Source: an optimization exercise on an open RTL-to-GDS flow (aim: small area, a short achievable clock period and few clock cycles). Production flows keep margins and buffers that such runs may drop.
At most, simulation tests tie the RTL to the original design; equivalence was not proved.
The RTL of runs 2 and 3 was laid out without a check of its function.
Power figures rest on the tool's default switching activity, not on a simulated workload.

==> design.v <==
package nice_pkg;
   typedef struct packed {
      logic [6:0] func7;
      logic [4:0] rs2;
      logic [4:0] rs1;
      logic [2:0] func3;
      logic [4:0] rd;
      logic [6:0] opcode;
   } nice_rtype_t;
   typedef union packed {
      logic [32-1:0] raw;
      nice_rtype_t           r;
   } nice_insn_u;
   typedef enum logic [2:0] {
      OP_NONE   = 3'd0,
      OP_LOAD_A = 3'd1,
      OP_LOAD_B = 3'd2,
      OP_LOAD_P = 3'd3,
      OP_STORE  = 3'd4,
      OP_WORK   = 3'd5
   } nice_op_e;
   typedef enum logic [2:0] {
      ST_IDLE = 3'd0,
      ST_MEM  = 3'd1,
      ST_WORK = 3'd2,
      ST_RESP = 3'd3
   } nice_state_e;
endpackage
`timescale 1ns/100ps
module row_buffer (
   input  logic                  custom_mem_op,
   input  logic                  wr_en,      
   input  logic [32-1:0] wr_data,
   output logic [32-1:0] head,       
   output logic [32-1:0] tail        
);
   logic [32-1:0] w [8];
   always_ff @(posedge custom_mem_op) begin
      for (int j = 1; j < 8 - 1; j++) w[j] <= w[j+1];
      w[8-1] <= w[0];
      w[0] <= wr_en ? wr_data : w[1];
   end
   assign head = w[0];
   assign tail = w[8-1];
endmodule
`timescale 1ns/100ps
module nice_core_top (
   input  logic                  custom_mem_op,
   input  logic                  nice_rst_n,
   output logic                  nice_active,
   output logic                  nice_mem_holdup,
   input  logic                  nice_req_valid,
   output logic                  nice_req_ready,
   input  logic [32-1:0] nice_req_inst,
   input  logic [32-1:0] nice_req_rs1,
   input  logic [32-1:0] nice_req_rs2,
   output logic                  nice_rsp_valid,
   input  logic                  nice_rsp_ready,
   output logic [32-1:0] nice_rsp_rdat,
   output logic                  nice_rsp_err,
   output logic                  nice_icb_cmd_valid,
   input  logic                  nice_icb_cmd_ready,
   output logic [32-1:0] nice_icb_cmd_addr,
   output logic                  nice_icb_cmd_read,
   output logic [32-1:0] nice_icb_cmd_wdata,
   output logic [1:0]            nice_icb_cmd_size,
   input  logic                  nice_icb_rsp_valid,
   output logic                  nice_icb_rsp_ready,
   input  logic [32-1:0] nice_icb_rsp_rdata,
   input  logic                  nice_icb_rsp_err
);
   localparam logic [1:0] K_LA = 2'd0, K_LB = 2'd1, K_LP = 2'd2, K_ST = 2'd3;
   logic rst;
   assign rst = ~nice_rst_n;
   assign pk_ill = ~pk_mem & ~pk_wk;
   logic [2:0]            ph;
   logic                  zact;
   logic                  pk_v, pk_mem, pk_wk, pk_ill;    
   logic [1:0]            pk_k;
   logic                  rdy_a, rdy_m, rdy_xn, iss_go, act_qn;
   logic                  rob_w [3];
   logic                  rob_d [3];
   logic                  rob_e [3];
   logic [1:0]            rob_hd, rob_tl;   
   logic [3:1]            rob_t;       
   logic                  q0_v, q1_v;
   logic [1:0]            q0_k, q1_k, q0_i, q1_i;
   logic [2:0]            rcnt, rslot;
   logic                  rerr;
   logic                  iss_act;
   logic [2:0]            icnt;
   logic [1:0]            iss_k;
   logic                  cmd_v, cmd_rd;
   logic [32-1:0] cmd_a, cmd_wd;
   logic                  busy, s2_v, s2_last, wdone, wres_p;
   logic [2:0]            wcnt;
   logic [2:0]            r_off;
   logic [32:0]   sreg;        
   logic                  rsp_v, rsp_e, rsp_w;
   logic [6:0] d_opc, d_f7;
   logic [2:0] d_f3;
   logic       d_mem, d_wk;
   assign d_opc = nice_req_inst[6:0];
   assign d_f3  = nice_req_inst[14:12];
   assign d_f7  = nice_req_inst[31:25];
   assign d_mem = (d_opc == 7'b1111011) && (d_f3 == 3'b010) &&
                  (d_f7 >= 7'd1) && (d_f7 <= 7'd4);
   assign d_wk  = (d_opc == 7'b1111011) && (d_f3 == 3'b000) &&
                  (d_f7 == 7'd5);
   logic slot_free, req_hs, start, handoff, cont, fire;
   logic [2:0] lane;
   logic st_i, st_now;
   logic rsp_rdy, take, q0_done;
   logic raw_ok, lane_go;
   logic head_done, rob_push, rob_pop, rsp_hs;
   assign slot_free      = ~cmd_v | nice_icb_cmd_ready;
   assign nice_req_ready = ~(rdy_xn & ~(rdy_m & nice_icb_cmd_ready));
   assign start          = nice_req_valid & rdy_m & slot_free;
   assign handoff        = nice_req_valid & rdy_a & pk_wk;
   assign req_hs         = start | (nice_req_valid & rdy_a);
   assign cont   = iss_go & slot_free;
   assign fire   = cont | start;
   assign lane   = start ? 3'd0 : icnt;
   assign st_i   = (iss_k == K_ST);
   assign st_now = start ? (pk_k == K_ST) : st_i;
   assign rsp_rdy = q0_v & ((q0_k == K_ST) | ((rslot == 3'd0) & ~zact));
   assign take    = nice_icb_rsp_valid & rsp_rdy;
   assign q0_done = take & (rcnt == 3'd7);
   assign nice_icb_rsp_ready = rsp_rdy;
   assign raw_ok  = ~(q1_v & (q1_k != K_ST)) &
                    ~(q0_v & (q0_k != K_ST) & (rcnt <= wcnt));
   assign lane_go = busy & (ph == wcnt) & raw_ok;
   assign rob_push  = req_hs;
   assign head_done = rob_w[rob_hd] ? wdone : rob_d[rob_hd];
   assign rob_pop   = rob_t[1] & head_done & (~rsp_v | nice_rsp_ready);
   assign rsp_hs    = rsp_v & nice_rsp_ready;
   logic [2:0] ph_n, icnt_n, wcnt_n, r_off_n;
   logic [3:1] rob_t_n;
   logic       rob_inc, rob_dec;
   logic       pk_v_n, busy_n, wres_p_n, iss_act_n, q1_v_n, rsp_v_n, cmd_v_n;
   logic [1:0] iss_k_n, pk_k_n;
   logic       pk_st_n;
   assign ph_n     = rst ? 3'd0 : ph + 3'd1;
   assign cmd_v_n  = ~rst & (fire | (cmd_v & ~nice_icb_cmd_ready));
   assign pk_v_n   = ~rst & nice_req_valid & ~req_hs;
   assign pk_k_n   = d_f7[1:0] - 2'd1;
   assign pk_st_n  = (pk_k_n == K_ST);
   assign rob_inc  = rob_push & ~rob_pop;
   assign rob_dec  = rob_pop & ~rob_push;
   assign rob_t_n  = rst ? 3'd0 : (rob_inc ? {rob_t[2:1], 1'b1} :
                                   rob_dec ? {1'b0, rob_t[3:2]} : rob_t);
   assign busy_n   = rst ? 1'b0 : (handoff | (busy & ~(lane_go & (wcnt == 3'd7))));
   assign wcnt_n   = handoff ? 3'd0 : (lane_go ? wcnt + 3'd1 : wcnt);
   assign wres_p_n = rst ? 1'b0 : ((s2_v & s2_last) | (wres_p & ~(rsp_hs & rsp_w)));
   assign iss_act_n = rst ? 1'b0 : (fire ? (lane != 3'd7) : iss_act);
   assign icnt_n   = fire ? lane + 3'd1 : icnt;
   assign iss_k_n  = start ? pk_k : iss_k;
   assign r_off_n  = rst ? r_off - ph - 3'd1 : (handoff ? 3'd0 : r_off);
   assign q1_v_n   = rst ? 1'b0 : ((start & q0_v & ~q0_done) | (q1_v & ~q0_done));
   assign rsp_v_n  = rst ? 1'b0 : (rob_pop | (rsp_v & ~nice_rsp_ready));
   logic       busy_w, pcond, wok_start, wok_cont, wok_idle, iss_go_n;
   logic [2:0] wcnt_w, icnt_p1;
   assign busy_w    = busy & ~(lane_go & (wcnt == 3'd7));
   assign wcnt_w    = lane_go ? wcnt + 3'd1 : wcnt;
   assign icnt_p1   = icnt + 3'd1;
   assign pcond     = ((ph + 3'd1) == (icnt + 3'd3 + (st_i ? r_off : 3'd0)));
   assign wok_start = (pk_k != K_ST) | ~busy_w | (wcnt_w > 3'd1);
   assign wok_cont  = ~st_i | ~busy_w | (wcnt_w > icnt_p1);
   assign wok_idle  = ~st_i | ~busy_w | (wcnt_w > icnt);
   assign iss_go_n  = rst ? 1'b0 :
                      start ? wok_start :
                      cont  ? ((icnt != 3'd7) & wok_cont) :
                              (iss_act & pcond & wok_idle);
   logic rdy_a_n, rdy_m_n, pk_keep, ph_ok0, wok0, iss_free;
   assign pk_keep  = ~rst & nice_req_valid & ~req_hs;
   assign ph_ok0   = ((ph + 3'd1) == (3'd3 + (pk_st_n ? r_off : 3'd0)));
   assign wok0     = pk_st_n ? (~busy_w | (wcnt_w != 3'd0)) : ~busy_w;
   assign iss_free = ~iss_act | (iss_go & (icnt == 3'd7) & slot_free);
   assign rdy_a_n  = pk_keep & ~rob_t[3] &
                     ((~d_mem & ~d_wk) |
                      (d_wk & ~busy & ~wres_p & ~(s2_v & s2_last) & ~(iss_act & st_i)));
   assign rdy_m_n  = pk_keep & ~rob_t[3] & d_mem & ~q1_v & ph_ok0 & wok0 & iss_free;
   always_ff @(posedge custom_mem_op) begin
      ph      <= ph_n;
      pk_v    <= pk_v_n;
      pk_mem  <= d_mem;
      pk_wk   <= d_wk;
      pk_k    <= pk_k_n;
      rob_t   <= rob_t_n;
      busy    <= busy_n;
      wcnt    <= wcnt_n;
      wres_p  <= wres_p_n;
      iss_act <= iss_act_n;
      icnt    <= icnt_n;
      iss_k   <= iss_k_n;
      r_off   <= r_off_n;
      q1_v    <= q1_v_n;
      rsp_v   <= rsp_v_n;
      act_qn  <= rst | ~(rob_push | rob_t[1] | (rsp_v & ~nice_rsp_ready));
      rdy_a   <= rdy_a_n;
      rdy_m   <= rdy_m_n;
      rdy_xn  <= ~(rdy_a_n | (rdy_m_n & ~cmd_v_n));
      iss_go  <= iss_go_n;
   end
   logic zero_w;
   always_ff @(posedge custom_mem_op) begin
      if (rst)              zact <= 1'b1;
      else if (ph == 3'd6)  zact <= 1'b0;
   end
   assign zero_w = rst | zact;
   logic [32-1:0] r_tap;
   always_ff @(posedge custom_mem_op) begin
      cmd_v <= cmd_v_n;
   end
   always_ff @(posedge custom_mem_op) begin
      if (fire) begin
         cmd_a  <= start ? nice_req_rs1 : cmd_a + 32'(4);
         cmd_rd <= ~st_now;
         cmd_wd <= r_tap;
      end
   end
   assign nice_icb_cmd_valid = cmd_v;
   assign nice_icb_cmd_addr  = cmd_a;
   assign nice_icb_cmd_read  = cmd_rd;
   assign nice_icb_cmd_wdata = cmd_wd;
   assign nice_icb_cmd_size  = 2'b10;
   always_ff @(posedge custom_mem_op) begin
      if (rst) begin
         q0_v  <= 1'b0;
         rcnt  <= 3'd0;
         rslot <= 3'd1;
         rerr  <= 1'b0;
      end else begin
         rslot <= rslot + 3'd1 - {2'b00, take};
         if (take) begin
            rcnt <= rcnt + 3'd1;
            rerr <= (rerr | nice_icb_rsp_err) & ~q0_done;
         end
         if (start & (~q0_v | q0_done)) begin
            q0_v <= 1'b1;
            q0_k <= pk_k;
            q0_i <= rob_tl;
         end else if (q0_done) begin
            q0_v <= q1_v;
            q0_k <= q1_k;
            q0_i <= q1_i;
         end
      end
   end
   always_ff @(posedge custom_mem_op) begin
      if (start & q0_v & ~q0_done) begin
         q1_k <= pk_k;
         q1_i <= rob_tl;
      end
   end
   logic [32-1:0] din, a_head, b_head, p_tap, mod_r;
   logic [32+1:0] diff;
   logic                  we_a, we_b, we_p;
   assign din  = zero_w ? '0 : nice_icb_rsp_rdata;
   assign we_a = zero_w | (take & (q0_k == K_LA));
   assign we_b = zero_w | (take & (q0_k == K_LB));
   assign we_p = zero_w | (take & (q0_k == K_LP));
   row_buffer u_row_a (.custom_mem_op(custom_mem_op), .wr_en(we_a), .wr_data(din),
                       .head(a_head), .tail());
   row_buffer u_row_b (.custom_mem_op(custom_mem_op), .wr_en(we_b), .wr_data(din),
                       .head(b_head), .tail());
   row_buffer u_row_p (.custom_mem_op(custom_mem_op), .wr_en(we_p), .wr_data(din),
                       .head(), .tail(p_tap));
   row_buffer u_row_r (.custom_mem_op(custom_mem_op), .wr_en(s2_v), .wr_data(mod_r),
                       .head(), .tail(r_tap));
   always_ff @(posedge custom_mem_op) begin
      if (lane_go)              sreg <= {1'b0, a_head} + {1'b0, b_head};
      else if (s2_v & s2_last)  sreg <= {1'b0, mod_r};
      s2_v    <= ~rst & lane_go;
      s2_last <= (wcnt == 3'd7);
   end
   assign diff  = {1'b0, sreg} - {2'b00, p_tap};
   assign mod_r = diff[32+1] ? sreg[32-1:0] : diff[32-1:0];
   always_ff @(posedge custom_mem_op) begin
      if (rst) begin
         wdone <= 1'b0;
      end else begin
         if (s2_v & s2_last)                    wdone <= 1'b1;
         else if (rob_pop & rob_w[rob_hd])         wdone <= 1'b0;
      end
   end
   always_ff @(posedge custom_mem_op) begin
      if (rst) begin
         rob_hd <= 2'd0;
         rob_tl <= 2'd0;
      end else begin
         if (rob_push) rob_tl <= rob_tl[1] ? 2'd0 : rob_tl + 2'd1;
         if (rob_pop)  rob_hd <= rob_hd[1] ? 2'd0 : rob_hd + 2'd1;
      end
   end
   always_ff @(posedge custom_mem_op) begin
      if (rob_push) begin
         rob_w[rob_tl] <= pk_wk;
         rob_d[rob_tl] <= pk_ill;
         rob_e[rob_tl] <= pk_ill;
      end
      if (q0_done) begin
         rob_d[q0_i] <= 1'b1;
         rob_e[q0_i] <= rerr | nice_icb_rsp_err;
      end
   end
   always_ff @(posedge custom_mem_op) begin
      if (rob_pop) begin
         rsp_e <= rob_e[rob_hd];
         rsp_w <= rob_w[rob_hd];
      end
   end
   assign nice_rsp_valid = rsp_v;
   assign nice_rsp_err   = rsp_e;
   assign nice_rsp_rdat  = sreg[32-1:0] & {32{rsp_w}};
   assign nice_active     = ~(~nice_req_valid & act_qn);
   assign nice_mem_holdup = q0_v;
endmodule
==> flow/run.sh <==
#!/bin/bash
# The standard layout, with the smallest buffer on every port instead of
# the default port buffer cell; each tool's output goes to its own log here
set -euo pipefail
bash standard.sh BUFFER_PORTS_ARGS="-buffer_cell sky130_fd_sc_hd__buf_1" finish > standard_make.log 2>&1
==> standard.sh <==
#!/bin/bash
# synth_recipe.tcl (not shown) runs the flow's synth.tcl, then flattens the netlist and writes it again
# the make line also repeats each setting of config.mk as NAME=value (left out here)
make -C /OpenROAD-flow-scripts/flow DESIGN_CONFIG=/design/flow/config.mk WORK_HOME=/design/flow/orfs CLKGATE_MAP_FILE= SYNTH_SCRIPT=/design/flow/synth_recipe.tcl "${@:-finish}"
==> config.mk <==
export PLATFORM = sky130hd
export DESIGN_NAME = nice_core_top
export DESIGN_NICKNAME = nice_core_top
export VERILOG_FILES = /design/flow/design.v
export SDC_FILE = /design/flow/constraint.sdc
export NUM_CORES = 4
export LEC_CHECK = 0
export CAP_MARGIN = 20
export CORE_MARGIN = 2
export CORE_UTILIZATION = 40
export CTS_BUF_LIST = sky130_fd_sc_hd__clkbuf_4 sky130_fd_sc_hd__clkbuf_8 sky130_fd_sc_hd__clkbuf_16
export CTS_CLUSTER_DIAMETER = 80
export CTS_CLUSTER_SIZE = 30
export SETUP_SLACK_MARGIN = 4.15
export SLEW_MARGIN = 20
==> constraint.sdc <==
create_clock -name core_clock -period 7.5 [get_ports {custom_mem_op}]
set_input_delay 1.5000 -clock core_clock [delete_from_list [all_inputs] [get_ports {custom_mem_op}]]
set_output_delay 1.5000 -clock core_clock [all_outputs]
set_load 0.01 [all_outputs]
==> impl_metrics.yaml, run 1 <==
worst_setup_path:
  critPathLaunch: "nice_icb_cmd_ready"
  cp_num_buf_inv: 2
  critPathRequiredTime_ns: 6.00
  arrival_ns: 1.83
  cp_slowest_cell: "buf_2"
  cp_slowest_stage_delay_ns: 0.12
  cp_num_cells: 4
  rr_worst_depth: 10
  end_kind: "output pin"
  startpoint_type: "primary input"
  crit_type: "primary input to output pin"
  crit_path_cell_trace: "buf_1, nand2_1, nand2_1, buf_2"
  cp_common_cell: "nand2_1"
  r2r_start: "u_row_a.w[0][1]"
  crit_family: "buffers and inverters"
  cp_max_fo: 2
clocking:
  hold_buffers: 0
  cts-buffers-inserted: 49
  cts_sinks: 1191
  htree_levels: 2
  cts_tree: "yes"
  clockRootBuffer: "clkbuf_16"
  clk_pin_slew_worst_paths_ns: 0.11
  cts.path.max_buffers: 3
  clk_latency_ns: 0.63
global_route:
  track_usage_pct: 14.7
  grt_overflow: 0
  grt_pass1_vias: 18200
  grt_first_pass_wirelength_mm: 101
  antenna_found_initial: 1
  grt_max_degree: 69
timing:
  finalMaxSlewViolations: 0
  fmax_ghz: 0.300
  whs_ns: 0.298
  hold_viol_final: 0
  fin_ws_ns: 4.17
  skew_ns: 0.0412
  finalSetupViolations: 0
  final.min_clock_period_ns: 3.33
  setup_tns_ns: 0
  tightest_slew_ns: 1.00
  fin_crit_sh_pct: 44.4
  rsz0062_at_grt: "yes"
  slew_headroom_pct: 33.3
routing:
  wl_mm: 65.2
  avgRoutedWirePerCell_um: 16.6
  routed-via-count: 18400
  drtIter0Drc: 976
  drc: 0
  ant_nets: 0
  vias_per_cell: 4.68
  dr.pass1.iters: 5
finish:
  drive_gt1_share_pct: 5.81
  syn_to_final_growth_pct: 11.5
  nFillCells: 7379
  design_area_um2: 37200
  final_core_util_pct: 45.2
  n_antenna_cell: 0
  nNetsFinal: 3060
  final_cells: 3926
placement:
  dpl-instance-area_um2: 35300
  placed_cells: 3837
  place_ws_ns: 3.66
  dp_hpwl_mm: 44.5
  gp_congestion: 0.844
  place.port_buffers: 191
die:
  die_x_um: 293
  initial_core_util_pct: 40.5
  dieArea_um2: 85800
  io_pins: 241
  rows: 105
  core-area_um2: 82400
  die_h_um: 293
power:
  total_power_mw: 9.73
  ir_drop_mv: 0.169
  leakagePower_nw: 13.9
  power.density_nw_per_um2: 261
synth:
  syn_area_per_cell_um2: 12.7
  synth_seq_cells: 1191
  synth_most_common_cell: "dfxtp_1"
  synth-edff-count: 122
  async_reset_ff_share_pct: 0
  netlist_top_cells_count: "1069 x dfxtp_1, 340 x nand2_1, 227 x a21oi_1"
  synth_area_leaders: "dfxtp_1 64%, edfxtp_1 11%, nand2_1 3.8%"
  synth_top_area_share_pct: 64.1
  ys_warn_count: 3
  synth-seq-area-share_pct: 75.1
  yosys.area.top_type: "dfxtp_1"
  synthFlopType: "dfxtp_1"
  netlist_area_um2: 33400
  ys_types: 74
  synthCells: 2631
  synth_nets: 2859
worst_hold_path:
  hold_path.startpoint: "u_row_r.w[0][4]"
  hold_class: "register to register"
  whs_path_depth: 0
flow_run:
  drv_cap: 0
status:
  status: "no timing/DRC/antenna violations"
-- cells by family (layout without fill, tap and decap cells) --
| group | Yosys count | in the layout | synth area share, % |
|---|---|---|---|
| AO/OA/AOI/OAI | 409 | 409 | 7.18 |
| XOR/XNOR | 96 | 96 | 2.52 |
| adder cells (fa/ha/maj) | 93 | 93 | 3.55 |
| buffers and inverters | 144 | 369 | 1.65 |
| flip-flops | 1191 | 1191 | 75.1 |
| multiplexers | 43 | 43 | 1.34 |
| other | 2 | 2 | 0.0225 |
| AND/OR/NAND/NOR | 653 | 653 | 8.65 |
-- routing by layer --
layer  global-route usage [%]  share of wire (%)  vias up
met4                     4.32                2.6        2
li1                         -                  -     9127
met2                     23.6                 45      390
met3                     2.17                4.2       94
met5                        0              0.020        -
met1                     20.8                 48     8746
-- power breakdown --
group / switching, mW / internal (mW) / leakage [nW]
sequential: 0.0118 / 6.43 / 9.60
combinational: 0.0408 / 0.0326 / 3.54
clock: 1.89 / 1.33 / 0.762
total: 1.94 / 7.79 / 13.9
-- layout by cell type (no fill, tap or decap), drive strengths merged, types with 12 or more instances in the layout --
cell / count
a211oi: 13
o21a: 12
mux2i: 29
and3: 16
nor2: 123
nand3: 37
buf: 217
nand2: 341
ha: 90
edfxtp: 122
mux2: 14
xor2: 40
xnor2: 56
nor3: 22
o21ai: 83
a21oi: 227
and2: 46
clkbuf: 64
dfxtp: 1069
inv: 79
nand2b: 15
-- worst reg2reg max path, stage by stage, from the launching register on --
cell and delay (ns):
dfxtp_1 0.34, ha_1 0.32, a211o_1 0.33, a21o_1 0.23, a211o_1 0.28, a41o_2 0.33
o41ai_4 0.44, o211ai_1 0.18, a21oi_1 0.19, xor2_1 0.27, mux2i_1 0.12
-- repair_timing --
item                       CTS  global route
setup endpoints to repair   83            37
gates resized for setup     32            18
setup buffers                4             8
cloned                       0             2
pin swaps                    3             9
-- flip-flops by register name, summed over array words and instances (netlist names), 3 cells and up, named ones only --
name,flops
cmd_a,32
cmd_wd,32
icnt,3
ph,3
r_off,3
rcnt,3
rob_d,3
rob_e,3
rob_t,3
rob_w,3
rslot,3
sreg,33
u_row_a.w,256
u_row_b.w,256
u_row_p.w,256
u_row_r.w,256
wcnt,3
-- worst paths after layout --
kind | to | slack, ns
worst max-delay path | nice_req_ready | 4.17
worst min-delay path | u_row_r.w[7][4] | 0.30
worst max register to register | sreg[29] | 4.20
worst min register to register | u_row_r.w[7][4] | 0.30
-- area by class of cell --
class | instances | area [µm²] | area share, %
clock inverters | 13 | 205 | 0.551
repair buffers | 219 | 1020 | 2.74
clock buffers | 62 | 1340 | 3.60
inverters | 75 | 282 | 0.756
multi-input cells | 1296 | 7980 | 21.4
well taps | 1070 | 1340 | 3.60
flip-flops and latches | 1191 | 25100 | 67.3
Testbench counts, summed over its fixed seeds: cycles 9,854.
==> run 2, diff against run 1 <==
--- a/design.v
+++ b/design.v
@@ -131,7 +131,8 @@
                     ~(q0_v & (q0_k != K_ST) & (rcnt <= wcnt));
    assign lane_go = busy & (ph == wcnt) & raw_ok;
    assign rob_push  = req_hs;
-   assign head_done = rob_w[rob_hd] ? wdone : rob_d[rob_hd];
+   assign head_done = rob_w[rob_hd] ? wdone :
+                      (rob_d[rob_hd] | (q0_done & (q0_i == rob_hd)));
    assign rob_pop   = rob_t[1] & head_done & (~rsp_v | nice_rsp_ready);
    assign rsp_hs    = rsp_v & nice_rsp_ready;
    logic [2:0] ph_n, icnt_n, wcnt_n, r_off_n;
@@ -306,7 +307,8 @@
    end
    always_ff @(posedge custom_mem_op) begin
       if (rob_pop) begin
-         rsp_e <= rob_e[rob_hd];
+         rsp_e <= (rob_d[rob_hd] | rob_w[rob_hd]) ? rob_e[rob_hd] :
+                                                   (rerr | nice_icb_rsp_err);
          rsp_w <= rob_w[rob_hd];
       end
    end
==> impl_metrics.yaml, run 2 <==
worst_setup_path:
  cp_num_buf_inv: 3
  rr_worst_depth: 15
  cp_slowest_cell: "fa_2"
  critPathRequiredTime_ns: 7.87
  reg2reg_slack_ns: 4.16
  cp_max_fo: 3
  crit_path_cell_trace: "inv_2, ha_4, fa_2, nor2b_4, o2111ai_4, a21oi_4, buf_4, buf_6, nor2_4, o21ai_4, a31oi_4, a211oi_2, xor2_1, mux2_4, mux2_4"
  end_kind: "register"
  r2r_end: "sreg[20]"
  r2r_start: "sreg[0]"
  cp_common_cell: "mux2_4"
  crit_family: "compound AO/OA/AOI/OAI gates"
  crit_type: "register to register"
  startpoint_type: "register"
  cp_slowest_stage_delay_ns: 0.41
  arrival_ns: 3.72
worst_hold_path:
  hold_class: "register to register"
  hold_path.startpoint: "u_row_r.w[5][3]"
  min_to: "u_row_r.w[4][3]"
  whs_path_depth: 0
timing:
  hold_viol_final: 0
  fin_crit_sh_pct: 44.6
  rsz0062_at_grt: "yes"
  tightest_slew_ns: 1.11
  setup_tns_ns: 0
  slew_headroom_pct: 25.7
  fmax_ghz: 0.299
  skew_ns: 0.0522
  final.min_clock_period_ns: 3.34
  finalSetupViolations: 0
  finalMaxSlewViolations: 0
placement:
  dpl-instance-area_um2: 35200
  placed_cells: 3826
  dp_hpwl_mm: 43.6
  place.port_buffers: 191
  gp_congestion: 0.886
status:
  status: "no timing/DRC/antenna violations"
synth:
  ys_types: 81
  yosys.area.top_type: "dfxtp_1"
  synth_seq_cells: 1191
  synth_most_common_cell: "dfxtp_1"
  netlist_area_um2: 33400
  async_reset_ff_share_pct: 0
  synth-seq-area-share_pct: 75.0
  syn_area_per_cell_um2: 12.7
  synth_top_area_share_pct: 64.1
  synth_nets: 2857
  synthCells: 2629
  synthFlopType: "dfxtp_1"
  ys_warn_count: 3
  netlist_top_cells_count: "1069 x dfxtp_1, 317 x nand2_1, 245 x a21oi_1"
  synth-edff-count: 122
  synth_area_leaders: "dfxtp_1 64%, edfxtp_1 11%, a21oi_1 3.7%"
clocking:
  htree_levels: 2
  cts_tree: "yes"
  clk_pin_slew_worst_paths_ns: 0.10
  clockRootBuffer: "clkbuf_16"
  cts.path.max_buffers: 3
  cts_sinks: 1191
  clk_latency_ns: 0.65
  cts-buffers-inserted: 49
die:
  die_x_um: 293
  initial_core_util_pct: 40.6
  core-area_um2: 82400
  dieArea_um2: 85800
  rows: 105
  die_h_um: 293
  io_pins: 241
power:
  ir_drop_mv: 0.184
  leakagePower_nw: 14.1
  power.density_nw_per_um2: 260
  total_power_mw: 9.76
routing:
  wl_mm: 65.7
  ant_nets: 0
  dr.pass1.iters: 5
  vias_per_cell: 4.64
  avgRoutedWirePerCell_um: 16.7
  drc: 0
  drtIter0Drc: 1039
  routed-via-count: 18300
global_route:
  grt_pass1_vias: 18100
  grt_first_pass_wirelength_mm: 101
  grt_max_degree: 96
  grt_overflow: 0
  track_usage_pct: 14.7
  antenna_found_initial: 4
flow_run:
  drv_cap: 0
finish:
  final_cell_mix: "1064 x dfxtp_1, 314 x nand2_1, 241 x a21oi_1, 183 x buf_1, 134 x nor2_1"
  design_area_um2: 37500
  final_cells: 3933
  syn_to_final_growth_pct: 12.3
  drive_gt1_share_pct: 7.62
  nNetsFinal: 3064
  final_common_cell: "dfxtp_1"
run 2: cell types whose count changed after synthesis, sizes merged, moves of 6 or more:
cell and change:
xnor2 -7, buf +6, a21oi +24, nor2 +14
nand2 -23, nand3 -8, mux2i -10, a21o +7
o21ai -6
run 2: report_power, final:
| group | internal [mW] | switching [mW] | total, mW |
|---|---|---|---|
| clock | 1.32 | 1.92 | 3.24 |
| sequential | 6.43 | 0.0127 | 6.44 |
| combinational | 0.0328 | 0.0418 | 0.0746 |
run 2: how the worst max path moves through the flow:
stage / from / end / slack [ns] / depth (start not counted)
global placement: sreg[3] / sreg[20] / 3.66 / 10
finish: sreg[0] / sreg[20] / 4.16 / 15
global route: sreg[4] / sreg[30] / 4.00 / 11
CTS: sreg[3] / sreg[20] / 4.04 / 11
detailed placement: nice_icb_cmd_ready / icnt[2] / 3.63 / 8
floorplan: nice_icb_cmd_ready / icnt[2] / 4.17 / 8
run 2: cell type report:
cell class,count,area (µm²)
Multi-Input combinational cell,1291,8150
Clock inverter,15,191
Fill cell,7271,44900
Inverter,73,274
Sequential cell,1191,25100
Clock buffer,60,1330
Antenna cell,3,7.51
Tap cell,1070,1340
Timing Repair Buffer,230,1140
run 2: stage by stage:
step	hold WS [ns]	setup WS, ns	util, %
after floorplan	0.310	4.17	-
after detailed placement	0.312	3.63	42.7
after global placement	0.309	3.66	42.7
after global routing	0.312	4.00	45.5
final	0.307	4.16	45.5
after CTS	0.308	4.04	44.9
run 2: logic make-up (layout without fill, tap and decap cells):
logic type      after synthesis  after routing  synth area share [%]
xor+xnor                     92             92                  2.41
buf+inv                     147            378                  1.93
other cells                   2              5                0.0225
simple gates                642            642                  8.53
mux                          31             31                 0.974
flops                      1191           1191                  75.0
compound gates              430            430                  7.52
fa+ha+maj                    94             94                  3.58
run 2: per-layer routing:
metal,up-vias,routed length (µm),track usage (%)
met5,-,13,0
met4,2,1770,4.88
met3,105,3680,3.29
met2,397,29100,23.1
met1,8609,31100,20.2
li1,9141,-,-
run 2: timing repair:
item | 4_1_cts | 5_1_grt
setup buffers | 8 | 18
cloned | 1 | 2
pin swaps | 9 | 31
hold buffers | 0 | 0
endpoints found under the setup margin | 100 | 30
resized for setup | 40 | 58
==> run 3, diff against run 2 <==
--- a/config.mk
+++ b/config.mk
@@ -8,8 +8,8 @@
 export CAP_MARGIN = 20
 export CORE_MARGIN = 2
 export CORE_UTILIZATION = 40
-export CTS_BUF_LIST = sky130_fd_sc_hd__clkbuf_4 sky130_fd_sc_hd__clkbuf_8 sky130_fd_sc_hd__clkbuf_16
-export CTS_CLUSTER_DIAMETER = 80
-export CTS_CLUSTER_SIZE = 30
+export CTS_BUF_LIST = sky130_fd_sc_hd__clkbuf_8 sky130_fd_sc_hd__clkbuf_16
+export CTS_CLUSTER_DIAMETER = 85
+export CTS_CLUSTER_SIZE = 32
 export SETUP_SLACK_MARGIN = 4.15
 export SLEW_MARGIN = 20
==> impl_metrics.yaml, run 3 <==
finish:
  nNetsFinal: 3053
  final_common_cell: "dfxtp_1"
  drive_gt1_share_pct: 6.54
  final_core_util_pct: 45.2
  design_area_um2: 37200
  final_cell_mix: "1065 x dfxtp_1, 314 x nand2_1, 241 x a21oi_1, 178 x buf_1, 135 x nor2_1"
  syn_to_final_growth_pct: 11.4
  final_cells: 3920
worst_setup_path:
  cp_num_buf_inv: 1
  cp_num_cells: 13
  startpoint_type: "register"
  end_kind: "register"
  cp_slowest_cell: "or4b_1"
  crit_family: "compound AO/OA/AOI/OAI gates"
  arrival_ns: 3.83
  rr_worst_depth: 13
  cp_max_fo: 3
  critPathRequiredTime_ns: 7.97
  crit_type: "register to register"
  crit_path_cell_trace: "inv_1, ha_2, fa_2, nor2b_4, o2111ai_4, a21oi_4, o311ai_4, a21oi_2, a211oi_2, a21oi_2, or4b_1, a31o_1, a31oi_1"
  cp_common_cell: "a21oi_2"
  cp_slowest_stage_delay_ns: 0.47
synth:
  synth_area_leaders: "dfxtp_1 64%, edfxtp_1 11%, a21oi_1 3.7%"
  syn_area_per_cell_um2: 12.7
  netlist_area_um2: 33400
  synth_most_common_cell: "dfxtp_1"
  ys_types: 81
  netlist_top_cells_count: "1069 x dfxtp_1, 317 x nand2_1, 245 x a21oi_1"
  synthFlopType: "dfxtp_1"
  synth_seq_cells: 1191
  synth_top_area_share_pct: 64.1
  synth-edff-count: 122
  async_reset_ff_share_pct: 0
  yosys.area.top_type: "dfxtp_1"
  synth-seq-area-share_pct: 75.0
  ys_warn_count: 3
  synthCells: 2629
  synth_nets: 2857
clocking:
  cts-buffers-inserted: 45
  cts.path.max_buffers: 3
  hold_buffers: 0
  clk_latency_ns: 0.64
  clockRootBuffer: "clkbuf_16"
  htree_levels: 2
  cts_sinks: 1191
  clk_pin_slew_worst_paths_ns: 0.11
  cts_tree: "yes"
timing:
  final.min_clock_period_ns: 3.36
  finalSetupViolations: 0
  finalMaxSlewViolations: 0
  tightest_slew_ns: 1.12
  slew_headroom_pct: 25.3
  fin_ws_ns: 4.14
  fmax_ghz: 0.298
  setup_tns_ns: 0
  skew_ns: 0.0332
  rsz0062_at_grt: "yes"
  fin_crit_sh_pct: 44.8
  hold_viol_final: 0
  whs_ns: 0.324
die:
  io_pins: 241
  rows: 105
  initial_core_util_pct: 40.6
  dieArea_um2: 85800
  die_x_um: 293
  core-area_um2: 82400
  die_h_um: 293
global_route:
  track_usage_pct: 14.7
  grt_max_degree: 96
  grt_first_pass_wirelength_mm: 100
  grt_pass1_vias: 18000
  grt_overflow: 0
  antenna_found_initial: 6
power:
  ir_drop_mv: 0.158
  power.density_nw_per_um2: 257
  total_power_mw: 9.56
  leakagePower_nw: 14.0
routing:
  ant_nets: 0
  drtIter0Drc: 1118
  drc: 0
  avgRoutedWirePerCell_um: 16.9
  wl_mm: 66.1
  vias_per_cell: 4.64
  dr.pass1.iters: 5
  routed-via-count: 18200
placement:
  place_ws_ns: 3.63
  placed_cells: 3826
  gp_congestion: 0.886
  dp_hpwl_mm: 43.6
  dpl-instance-area_um2: 35200
  place.port_buffers: 191
status:
  status: "no timing/DRC/antenna violations"
flow_run:
  drv_cap: 0
worst_hold_path:
  hold_class: "register to register"
  whs_path_depth: 0
## run 3: cell counts after synthesis
No cell type changed its count.
## run 3: power by group
group | internal, mW | total, mW | switching (mW)
combinational | 0.0329 | 0.0748 | 0.0420
clock | 1.16 | 3.04 | 1.88
sequential | 6.43 | 6.44 | 0.0127
total | 7.63 | 9.56 | 1.93
## run 3: path summary, 6_finish.rpt
| kind | end | from | slack, ns |
|---|---|---|---|
| worst max-delay path | sreg[30] | sreg[0] | 4.14 |
| worst min-delay path | u_row_p.w[3][30] | u_row_p.w[4][30] | 0.32 |
| worst max register to register | sreg[30] | sreg[0] | 4.14 |
| worst min register to register | u_row_p.w[3][30] | u_row_p.w[4][30] | 0.32 |
## run 3: cell type report
cell class              count  area (µm²)
fillers                  7304       45200
diodes                      4        10.0
inverters                  73         274
repair buffers            223        1100
well taps                1070        1340
multi-input cells        1291        8060
clock inverters            22         193
flip-flops and latches   1191       25100
clock buffers              46        1150
## run 3: timing repair
action / in CTS / in global routing
setup buffers: 8 / 10
gates resized for setup: 38 / 49
pin swaps: 10 / 26
setup endpoints to repair: 91 / 39
cloned: 1 / 3
## run 3: layer usage
metal | track usage, % | share of wire [%] | vias to the layer above
met5 | 0 | 0.045 | -
met4 | 5.12 | 3.0 | 4
met3 | 3.49 | 5.6 | 108
met2 | 22.8 | 44 | 388
met1 | 20.2 | 47 | 8573
li1 | - | - | 9109
## run 3: cell families (layout without fill, tap and decap cells)
group	count (synthesis)	after routing	share of synthesized area, %
XOR/XNOR	92	92	2.41
AO/OA/AOI/OAI	430	430	7.52
AND/OR/NAND/NOR	642	642	8.53
flip-flops	1191	1191	75.0
other	2	6	0.0225
multiplexers	31	31	0.974
buffers and inverters	147	364	1.93
adder cells (fa/ha/maj)	94	94	3.58
==> run 4, diff against run 3 <==
--- a/design.v
+++ b/design.v
@@ -131,8 +131,7 @@
                     ~(q0_v & (q0_k != K_ST) & (rcnt <= wcnt));
    assign lane_go = busy & (ph == wcnt) & raw_ok;
    assign rob_push  = req_hs;
-   assign head_done = rob_w[rob_hd] ? wdone :
-                      (rob_d[rob_hd] | (q0_done & (q0_i == rob_hd)));
+   assign head_done = rob_w[rob_hd] ? wdone : rob_d[rob_hd];
    assign rob_pop   = rob_t[1] & head_done & (~rsp_v | nice_rsp_ready);
    assign rsp_hs    = rsp_v & nice_rsp_ready;
    logic [2:0] ph_n, icnt_n, wcnt_n, r_off_n;
@@ -307,8 +306,7 @@
    end
    always_ff @(posedge custom_mem_op) begin
       if (rob_pop) begin
-         rsp_e <= (rob_d[rob_hd] | rob_w[rob_hd]) ? rob_e[rob_hd] :
-                                                   (rerr | nice_icb_rsp_err);
+         rsp_e <= rob_e[rob_hd];
          rsp_w <= rob_w[rob_hd];
       end
    end
--- a/config.mk
+++ b/config.mk
@@ -11,5 +11,6 @@
 export CTS_BUF_LIST = sky130_fd_sc_hd__clkbuf_8 sky130_fd_sc_hd__clkbuf_16
 export CTS_CLUSTER_DIAMETER = 85
 export CTS_CLUSTER_SIZE = 32
+export GPL_ROUTABILITY_DRIVEN = 0
 export SETUP_SLACK_MARGIN = 4.15
 export SLEW_MARGIN = 20
==> impl_metrics.yaml, run 4 <==
status:
  status: "no timing/DRC/antenna violations"
synth:
  syn_area_per_cell_um2: 12.7
  synth-edff-count: 122
  synth_area_leaders: "dfxtp_1 64%, edfxtp_1 11%, nand2_1 3.8%"
  ys_types: 74
  ys_warn_count: 3
  synth_nets: 2859
  synth_top_area_share_pct: 64.1
  synthCells: 2631
  netlist_top_cells_count: "1069 x dfxtp_1, 340 x nand2_1, 227 x a21oi_1"
  synth-seq-area-share_pct: 75.1
  synthFlopType: "dfxtp_1"
  async_reset_ff_share_pct: 0
  synth_most_common_cell: "dfxtp_1"
  netlist_area_um2: 33400
  yosys.area.top_type: "dfxtp_1"
  synth_seq_cells: 1191
worst_setup_path:
  r2r_end: "sreg[28]"
  r2r_start: "u_row_a.w[0][0]"
  end_kind: "output pin"
  arrival_ns: 1.83
  startpoint_type: "primary input"
  crit_type: "primary input to output pin"
  critPathLaunch: "nice_req_valid"
  critPathRequiredTime_ns: 6.00
  crit_path_end: "nice_active"
  rr_worst_depth: 12
  reg2reg_slack_ns: 4.24
  cp_max_fo: 2
power:
  combPwrFrac_pct: 0.8
  clockPowerShare_pct: 31.7
  p_int_mw: 7.63
  p_sw_share_pct: 19.9
  leakagePower_nw: 13.8
  net-switching-power_mw: 1.90
  p_seq_share_pct: 67.6
  ir_drop_mv: 0.165
  power.density_nw_per_um2: 257
placement:
  placed_cells: 3837
  place.port_buffers: 191
  dp_hpwl_mm: 44.1
  place_ws_ns: 3.66
timing:
  tightest_slew_ns: 1.01
  rsz0062_at_grt: "yes"
  finalMaxSlewViolations: 0
  hold_viol_final: 0
  finalSetupViolations: 0
  fmax_ghz: 0.300
  fin_crit_sh_pct: 44.4
  fin_ws_ns: 4.17
  final.min_clock_period_ns: 3.33
  skew_ns: 0.0346
  slew_headroom_pct: 32.5
  setup_tns_ns: 0
die:
  dieArea_um2: 85800
  rows: 105
  io_pins: 241
  initial_core_util_pct: 40.5
  die_h_um: 293
  die_x_um: 293
  core-area_um2: 82400
finish:
  regArea_um2: 25100
  multiInputGateArea_um2: 8040
  final_cells: 3921
  final_common_cell: "dfxtp_1"
  final_cell_mix: "1066 x dfxtp_1, 339 x nand2_1, 221 x a21oi_1, 187 x buf_1, 123 x nor2_1"
  drive_gt1_share_pct: 5.68
  syn_to_final_growth_pct: 11.1
  nNetsFinal: 3058
  nFillCells: 7364
global_route:
  track_usage_pct: 14.7
  grt_pass1_vias: 18200
  grt_overflow: 0
  antenna_found_initial: 5
  grt_max_degree: 69
  grt_first_pass_wirelength_mm: 100
clocking:
  cts-buffers-inserted: 45
  clockRootBuffer: "clkbuf_16"
  clk_latency_ns: 0.62
  clk_pin_slew_worst_paths_ns: 0.11
  cts_tree: "yes"
  cts.path.max_buffers: 3
  cts_sinks: 1191
  hold_buffers: 0
  htree_levels: 2
routing:
  avgRoutedWirePerCell_um: 16.5
  vias_per_cell: 4.64
  drtIter0Drc: 881
  drc: 0
  ant_nets: 0
  routed-via-count: 18200
  wl_mm: 64.6
  dr.pass1.iters: 5
flow_run:
  drv_cap: 0
worst_hold_path:
  hold_class: "register to register"
-- run 4: how the worst min path moves through the flow --
stage,start,end,slack (ns),cells past startpoint
after global placement,u_row_a.w[6][5],u_row_a.w[5][5],0.31,0
after detailed placement,u_row_p.w[0][12],u_row_p.w[7][12],0.31,0
after global routing,u_row_r.w[6][2],u_row_r.w[5][2],0.31,0
after CTS,u_row_r.w[0][1],u_row_r.w[7][1],0.31,0
after floorplan,u_row_a.w[2][0],u_row_a.w[1][0],0.31,0
final,u_row_r.w[0][1],u_row_r.w[7][1],0.31,0
-- run 4: area by class of cell --
class | instances | share of cell area, %
Timing Repair Buffer | 221 | 2.75
Inverter | 75 | 0.759
Clock buffer | 47 | 3.14
Clock inverter | 20 | 0.489
Antenna cell | 1 | 0.00675
Tap cell | 1070 | 3.61
Sequential cell | 1191 | 67.6
Multi-Input combinational cell | 1296 | 21.7
-- run 4: timing repair --
action,in CTS,in global routing
gates cloned,0,1
buffers inserted,6,9
pin swaps,5,15
resized for setup,29,33
setup endpoints to repair,88,54
-- run 4: critical path: stages --
cell and delay, ns:
buf_8 0.09, nand2b_4 0.12, buf_6 0.11
-- run 4: through the flow --
| stage | total power, mW | hold WS [ns] | cell area [µm²] | util [%] |
|---|---|---|---|---|
| after floorplan | 6.62 | 0.310 | 33400 | - |
| after global placement | 6.65 | 0.310 | 35300 | 42.9 |
| after detailed placement | 6.65 | 0.312 | 35300 | 42.9 |
| after CTS | 9.63 | 0.314 | 36800 | 44.7 |
| after global routing | 9.85 | 0.314 | 37100 | 45.0 |
| final | 9.54 | 0.308 | 37100 | 45.0 |
-- run 4: metal layers --
metal	GRT usage (%)	part of all wire, %
met5	0	0.054
met2	23.4	45
met4	4.30	2.8
met3	2.44	4.2
met1	20.7	48
-- run 4: power groups by stage --
stage	clock network (mW)	logic, mW	registers [mW]
6_report	3.02	0.0719	6.44
2_1_floorplan	0	0.0375	6.58
3_5_place_dp	0	0.0689	6.59
3_3_place_gp	0	0.0669	6.59
4_1_cts	3.12	0.0713	6.44
5_1_grt	3.32	0.0818	6.45
-- run 4: cell families after synthesis --
kind of cell | count (synthesis) | synth area share [%]
AO/OA/AOI/OAI | 409 | 7.18
buffers and inverters | 144 | 1.65
adder cells (fa/ha/maj) | 93 | 3.55
flip-flops | 1191 | 75.1
AND/OR/NAND/NOR | 653 | 8.65
other | 2 | 0.0225
XOR/XNOR | 96 | 2.52
multiplexers | 43 | 1.34
Testbench counts of run 4, summed over its fixed seeds: cycles 9,854.
==> run 5, diff against run 4 <==
--- a/config.mk
+++ b/config.mk
@@ -11,6 +11,6 @@
 export CTS_BUF_LIST = sky130_fd_sc_hd__clkbuf_8 sky130_fd_sc_hd__clkbuf_16
 export CTS_CLUSTER_DIAMETER = 85
 export CTS_CLUSTER_SIZE = 32
-export GPL_ROUTABILITY_DRIVEN = 0
+export PLACE_DENSITY = 0.5
 export SETUP_SLACK_MARGIN = 4.15
 export SLEW_MARGIN = 20
==> impl_metrics.yaml, run 5 <==
synth:
  synth_nets: 2859
  synth_most_common_cell: "dfxtp_1"
  synth-seq-area-share_pct: 75.1
  synth_seq_cells: 1191
  synthCells: 2631
  async_reset_ff_share_pct: 0
  yosys.area.top_type: "dfxtp_1"
  synthFlopType: "dfxtp_1"
  syn_area_per_cell_um2: 12.7
  ys_warn_count: 3
  synth_compound_area_share_pct: 7.18
  ys_types: 74
  synth_area_leaders: "dfxtp_1 64%, edfxtp_1 11%, nand2_1 3.8%"
  yosys.area_share.simple_pct: 8.65
  synth_xor_area_share_pct: 2.52
  synth_top_area_share_pct: 64.1
  synth_top_family_by_area: "simple AND/OR/NAND/NOR gates"
  synth-edff-count: 122
  synthMuxAreaShare_pct: 1.34
  synth_fa_ha_area_share_pct: 3.55
  netlist_area_um2: 33400
  netlist_top_cells_count: "1069 x dfxtp_1, 340 x nand2_1, 227 x a21oi_1"
timing:
  final.min_clock_period_ns: 3.33
  hold_viol_final: 0
  skew_ns: 0.0222
  slew_headroom_pct: 32.9
  fin_crit_sh_pct: 44.4
  tightest_slew_ns: 1.01
  rsz0062_at_grt: "no"
  finalSetupViolations: 0
  fmax_ghz: 0.300
  setup_tns_ns: 0
  finalMaxSlewViolations: 0
worst_setup_path:
  critPathRequiredTime_ns: 6.00
  end_kind: "output pin"
  r2r_start: "sreg[0]"
  rr_worst_depth: 13
  arrival_ns: 1.83
  critPathLaunch: "nice_req_valid"
  crit_type: "primary input to output pin"
  startpoint_type: "primary input"
  cp_max_fo: 2
  crit_path_end: "nice_active"
  reg2reg_slack_ns: 4.23
  r2r_end: "u_row_r.w[0][24]"
finish:
  drive_gt1_share_pct: 6.43
  regArea_um2: 25100
  nNetsFinal: 3064
  final_common_cell: "dfxtp_1"
  syn_to_final_growth_pct: 11.7
  nFillCells: 7394
  multiInputGateArea_um2: 8080
  final_cells: 3936
  final_cell_mix: "1065 x dfxtp_1, 339 x nand2_1, 221 x a21oi_1, 186 x buf_1, 123 x nor2_1"
clocking:
  cts.path.max_buffers: 3
  clk_pin_slew_worst_paths_ns: 0.11
  clockRootBuffer: "clkbuf_16"
  htree_levels: 2
  cts_tree: "yes"
  cts_sinks: 1191
  clk_latency_ns: 0.63
  cts-buffers-inserted: 47
power:
  leakagePower_nw: 13.9
  power.density_nw_per_um2: 259
  ir_drop_mv: 0.141
die:
  io_pins: 241
  core-area_um2: 82400
  die_h_um: 293
  rows: 105
  initial_core_util_pct: 40.5
  dieArea_um2: 85800
  die_x_um: 293
routing:
  drc: 0
  ant_nets: 0
  wl_mm: 67.1
  dr.pass1.iters: 5
  drtIter0Drc: 1119
  avgRoutedWirePerCell_um: 17.0
  vias_per_cell: 4.64
  routed-via-count: 18300
status:
  status: "no timing/DRC/antenna violations"
global_route:
  grt_pass1_vias: 17700
  grt_first_pass_wirelength_mm: 102
  antenna_found_initial: 5
  track_usage_pct: 15.2
  grt_max_degree: 69
  grt_overflow: 0
placement:
  place.port_buffers: 191
  gp_congestion: 0.870
  placed_cells: 3837
  dp_hpwl_mm: 44.7
flow_run:
  drv_cap: 0
worst_hold_path:
  hold_class: "register to register"
[run 5: how the worst min path moves through the flow]
stage,start,endpoint,slack [ns],depth (start not counted)
final,u_row_p.w[4][22],u_row_p.w[3][22],0.31,0
after global routing,u_row_p.w[5][20],u_row_p.w[4][20],0.32,0
after CTS,u_row_p.w[4][22],u_row_p.w[3][22],0.32,0
after detailed placement,u_row_b.w[2][28],u_row_b.w[1][28],0.31,0
after global placement,u_row_b.w[5][30],u_row_b.w[4][30],0.31,0
after floorplan,u_row_a.w[2][0],u_row_a.w[1][0],0.31,0
[run 5: stage by stage]
step	cell area, µm²	hold slack, ns	worst slack (ns)	utilization (%)	total power [mW]
after global routing	37300	0.322	4.14	45.3	10.0
after floorplan	33400	0.310	4.23	-	6.62
after CTS	36900	0.318	4.14	44.9	9.81
after global placement	35300	0.309	3.52	42.9	6.66
after detailed placement	35300	0.312	3.47	42.9	6.66
final	37300	0.311	4.17	45.3	9.67
[run 5: metal layers]
metal	GRT usage [%]	vias up	wire [µm]
li1	-	9144	-
met1	22.5	8680	34000
met2	22.9	330	28800
met3	2.19	100	2270
met4	4.83	2	1930
met5	0	-	8
[run 5: critical path: stages]
cell and delay, ns:
buf_8 0.09, nand2b_4 0.12, buf_6 0.11
[run 5: power by group]
group / internal [mW] / switching [mW]
sequential: 6.43 / 0.0125
clock: 1.22 / 1.94
combinational: 0.0330 / 0.0424
total: 7.68 / 1.99
[run 5: area by class of cell]
cell class | count | share of cell area, %
inverter | 75 | 0.755
sequential | 1191 | 67.2
timing repair buffer | 225 | 2.86
clock buffer | 48 | 3.19
clock inverter | 27 | 0.648
multi-input combinational | 1296 | 21.7
antenna | 4 | 0.0268
tap | 1070 | 3.59
[run 5: cell families after synthesis]
kind of cell | Yosys count
XOR/XNOR | 96
buffers and inverters | 144
AO/OA/AOI/OAI | 409
multiplexers | 43
flip-flops | 1191
AND/OR/NAND/NOR | 653
other | 2
adder cells (fa/ha/maj) | 93
[run 5: repair_timing]
action / in CTS / in global routing
resized for setup: 31 / 40
endpoints found under the setup margin: 100 / 54
pin swaps: 3 / 21
cloned: 0 / 2
setup buffers: 5 / 13
hold buffers: 0 / 0
==> run 6, diff against run 5 <==
--- a/config.mk
+++ b/config.mk
@@ -11,6 +11,5 @@
 export CTS_BUF_LIST = sky130_fd_sc_hd__clkbuf_8 sky130_fd_sc_hd__clkbuf_16
 export CTS_CLUSTER_DIAMETER = 85
 export CTS_CLUSTER_SIZE = 32
-export PLACE_DENSITY = 0.5
 export SETUP_SLACK_MARGIN = 4.15
 export SLEW_MARGIN = 20
==> impl_metrics.yaml, run 6 <==
timing:
  finalSetupViolations: 0
  fmax_ghz: 0.300
  final.min_clock_period_ns: 3.33
  fin_ws_ns: 4.17
  setup_tns_ns: 0
  finalMaxSlewViolations: 0
  tightest_slew_ns: 1.01
  whs_ns: 0.315
  hold_viol_final: 0
  slew_headroom_pct: 32.8
  skew_ns: 0.0347
  rsz0062_at_grt: "yes"
  fin_crit_sh_pct: 44.4
synth:
  ys_types: 74
  ys_warn_count: 3
  synth-edff-count: 122
  syn_area_per_cell_um2: 12.7
  netlist_top_cells_count: "1069 x dfxtp_1, 340 x nand2_1, 227 x a21oi_1"
  synth_top_area_share_pct: 64.1
  async_reset_ff_share_pct: 0
  synth_seq_cells: 1191
  yosys.area.top_type: "dfxtp_1"
  synthFlopType: "dfxtp_1"
  synth_nets: 2859
  synth-seq-area-share_pct: 75.1
  netlist_area_um2: 33400
  synth_most_common_cell: "dfxtp_1"
  synthCells: 2631
  synth_area_leaders: "dfxtp_1 64%, edfxtp_1 11%, nand2_1 3.8%"
finish:
  drive_gt1_share_pct: 5.27
  final_common_cell: "dfxtp_1"
  nNetsFinal: 3056
  n_antenna_cell: 0
  final_cell_mix: "1067 x dfxtp_1, 339 x nand2_1, 223 x a21oi_1, 188 x buf_1, 123 x nor2_1"
  syn_to_final_growth_pct: 10.9
power:
  leakagePower_nw: 13.8
  power.density_nw_per_um2: 258
  ir_drop_mv: 0.172
worst_setup_path:
  end_kind: "output pin"
  crit_path_end: "nice_active"
  r2r_start: "sreg[6]"
  reg2reg_slack_ns: 4.22
  cp_slowest_stage_delay_ns: 0.13
  r2r_end: "sreg[7]"
  cp_num_cells: 3
  crit_family: "buffers and inverters"
  cp_slowest_cell: "nand2b_4"
  critPathLaunch: "nice_req_valid"
  crit_type: "primary input to output pin"
  critPathRequiredTime_ns: 6.00
  cp_num_buf_inv: 2
  cp_max_fo: 2
  crit_path_cell_trace: "buf_8, nand2b_4, buf_6"
  rr_worst_depth: 11
  arrival_ns: 1.83
  startpoint_type: "primary input"
clocking:
  cts-buffers-inserted: 45
  cts_tree: "yes"
  cts_sinks: 1191
  clockRootBuffer: "clkbuf_16"
  clk_latency_ns: 0.63
  clk_pin_slew_worst_paths_ns: 0.11
  cts.path.max_buffers: 3
  htree_levels: 2
worst_hold_path:
  hold_class: "register to register"
  hold_path.startpoint: "u_row_r.w[6][5]"
routing:
  ant_nets: 0
  vias_per_cell: 4.70
  wl_mm: 65.4
  routed-via-count: 18400
  dr.pass1.iters: 5
  drc: 0
  drtIter0Drc: 938
  avgRoutedWirePerCell_um: 16.7
die:
  die_h_um: 293
  core-area_um2: 82400
  dieArea_um2: 85800
  initial_core_util_pct: 40.5
  io_pins: 241
  rows: 105
  die_x_um: 293
global_route:
  grt_pass1_vias: 18200
  grt_overflow: 0
  track_usage_pct: 14.8
  grt_first_pass_wirelength_mm: 101
  grt_max_degree: 69
  antenna_found_initial: 1
placement:
  gp_congestion: 0.844
  dp_hpwl_mm: 44.5
  place_ws_ns: 3.66
  place.port_buffers: 191
status:
  status: "no timing/DRC/antenna violations"
flow_run:
  drv_cap: 0
[run 6: logic make-up (layout without fill, tap and decap cells)]
logic type | Yosys count | after routing | share of synthesized area (%)
other cells | 2 | 2 | 0.0225
fa+ha+maj | 93 | 93 | 3.55
xor+xnor | 96 | 96 | 2.52
mux | 43 | 43 | 1.34
flops | 1191 | 1191 | 75.1
compound gates | 409 | 409 | 7.18
buf+inv | 144 | 362 | 1.65
simple gates | 653 | 653 | 8.65
[run 6: cell type report]
type / count / area (µm²)
inverters: 75 / 282
well taps: 1070 / 1340
repair buffers: 219 / 1020
clock buffers: 46 / 1140
clock inverters: 22 / 195
multi-input cells: 1296 / 7990
fillers: 7387 / 45300
flip-flops and latches: 1191 / 25100
[run 6: worst register-to-register path, delay by kind of cell, from the launching register on]
family / cells / cell delay [ns]
compound gates: 5 / 1.02
mux: 2 / 0.66
flops: 1 / 0.44
buf+inv: 2 / 0.41
fa+ha+maj: 1 / 0.41
simple gates: 1 / 0.12
[run 6: through the flow]
stage          area, µm²  instances  util (%)  power (mW)
6_report           37000       3919      45.0        9.54
5_1_grt            37000       3919      45.0        9.86
4_1_cts            36800       3909      44.7        9.64
3_5_place_dp       35300       3837      42.9        6.66
3_3_place_gp       35300       3837      42.9        6.65
2_1_floorplan      33400       2631         -        6.62
[run 6: per-layer routing]
| layer | vias up | global-route usage, % | part of all wire [%] |
|---|---|---|---|
| li1 | 9109 | - | - |
| met1 | 8790 | 20.9 | 48 |
| met2 | 402 | 23.5 | 45 |
| met3 | 110 | 2.22 | 4.3 |
| met4 | 2 | 4.53 | 2.7 |
| met5 | - | 0 | 0.020 |
[run 6: where the power goes]
| group | switching, mW | internal (mW) | total [mW] |
|---|---|---|---|
| combinational | 0.0408 | 0.0326 | 0.0734 |
| sequential | 0.0118 | 6.43 | 6.44 |
| clock | 1.87 | 1.16 | 3.02 |
| total | 1.92 | 7.62 | 9.54 |
[run 6: repair_timing]
item | 4_1_cts | 5_1_grt
cloned | 0 | 2
resized for setup | 33 | 20
pin swaps | 3 | 13
hold buffers | 0 | 0
setup endpoints to repair | 83 | 39
buffers inserted | 4 | 8
[run 6: worst min path at each step]
stage	end	slack (ns)	cells after the start
after floorplan	u_row_a.w[1][0]	0.31	0
after global placement	u_row_p.w[5][23]	0.31	0
after detailed placement	u_row_a.w[1][24]	0.31	0
after CTS	u_row_p.w[3][28]	0.31	0
after global routing	u_row_r.w[5][4]	0.32	0
final	u_row_r.w[5][5]	0.31	0

==> separate check: timing with driven ports <==
Ports are ideal in the flow. The routed layouts listed here were re-timed in OpenROAD.
Step 1: set_driving_cell puts a clkbuf_16 on custom_mem_op and a buf_2 on each other input, an assumption about the parent block.
Step 2 also shifts input and output timing later by t, the mid clock arrival at the registers, as if the neighbouring blocks saw the same clock.
a / b / c = ideal / step 1 / step 2; a / b = the first two.
| run | t (ns) | setup WS [ns] | latest minus earliest clock arrival (ns) | worst register clock-pin slew, ns | worst slew at a driven data input, ns |
|---|---|---|---|---|---|
| run 1 | 0.669 | 4.168 / 4.129 / 3.728 | 0.044 / 0.044 | 0.11 / 0.11 | 0.14 |
| run 2 | 0.691 | 4.156 / 4.122 / 3.761 | 0.055 / 0.055 | 0.12 / 0.12 | 0.11 |
| run 3 | 0.683 | 4.140 / 4.122 / 3.771 | 0.043 / 0.042 | 0.12 / 0.12 | 0.11 |
| run 4 | 0.672 | 4.170 / 4.132 / 3.704 | 0.039 / 0.040 | 0.12 / 0.12 | 0.12 |
| run 5 | 0.683 | 4.169 / 4.131 / 3.867 | 0.023 / 0.023 | 0.12 / 0.12 | 0.10 |
| run 6 | 0.676 | 4.169 / 4.129 / 3.724 | 0.038 / 0.039 | 0.12 / 0.12 | 0.14 |
After both steps setup and hold are still met in every run listed. For run 4, which loses most, drivers alone change the setup slack by -0.038 ns; drivers and shift together by -0.466 ns.
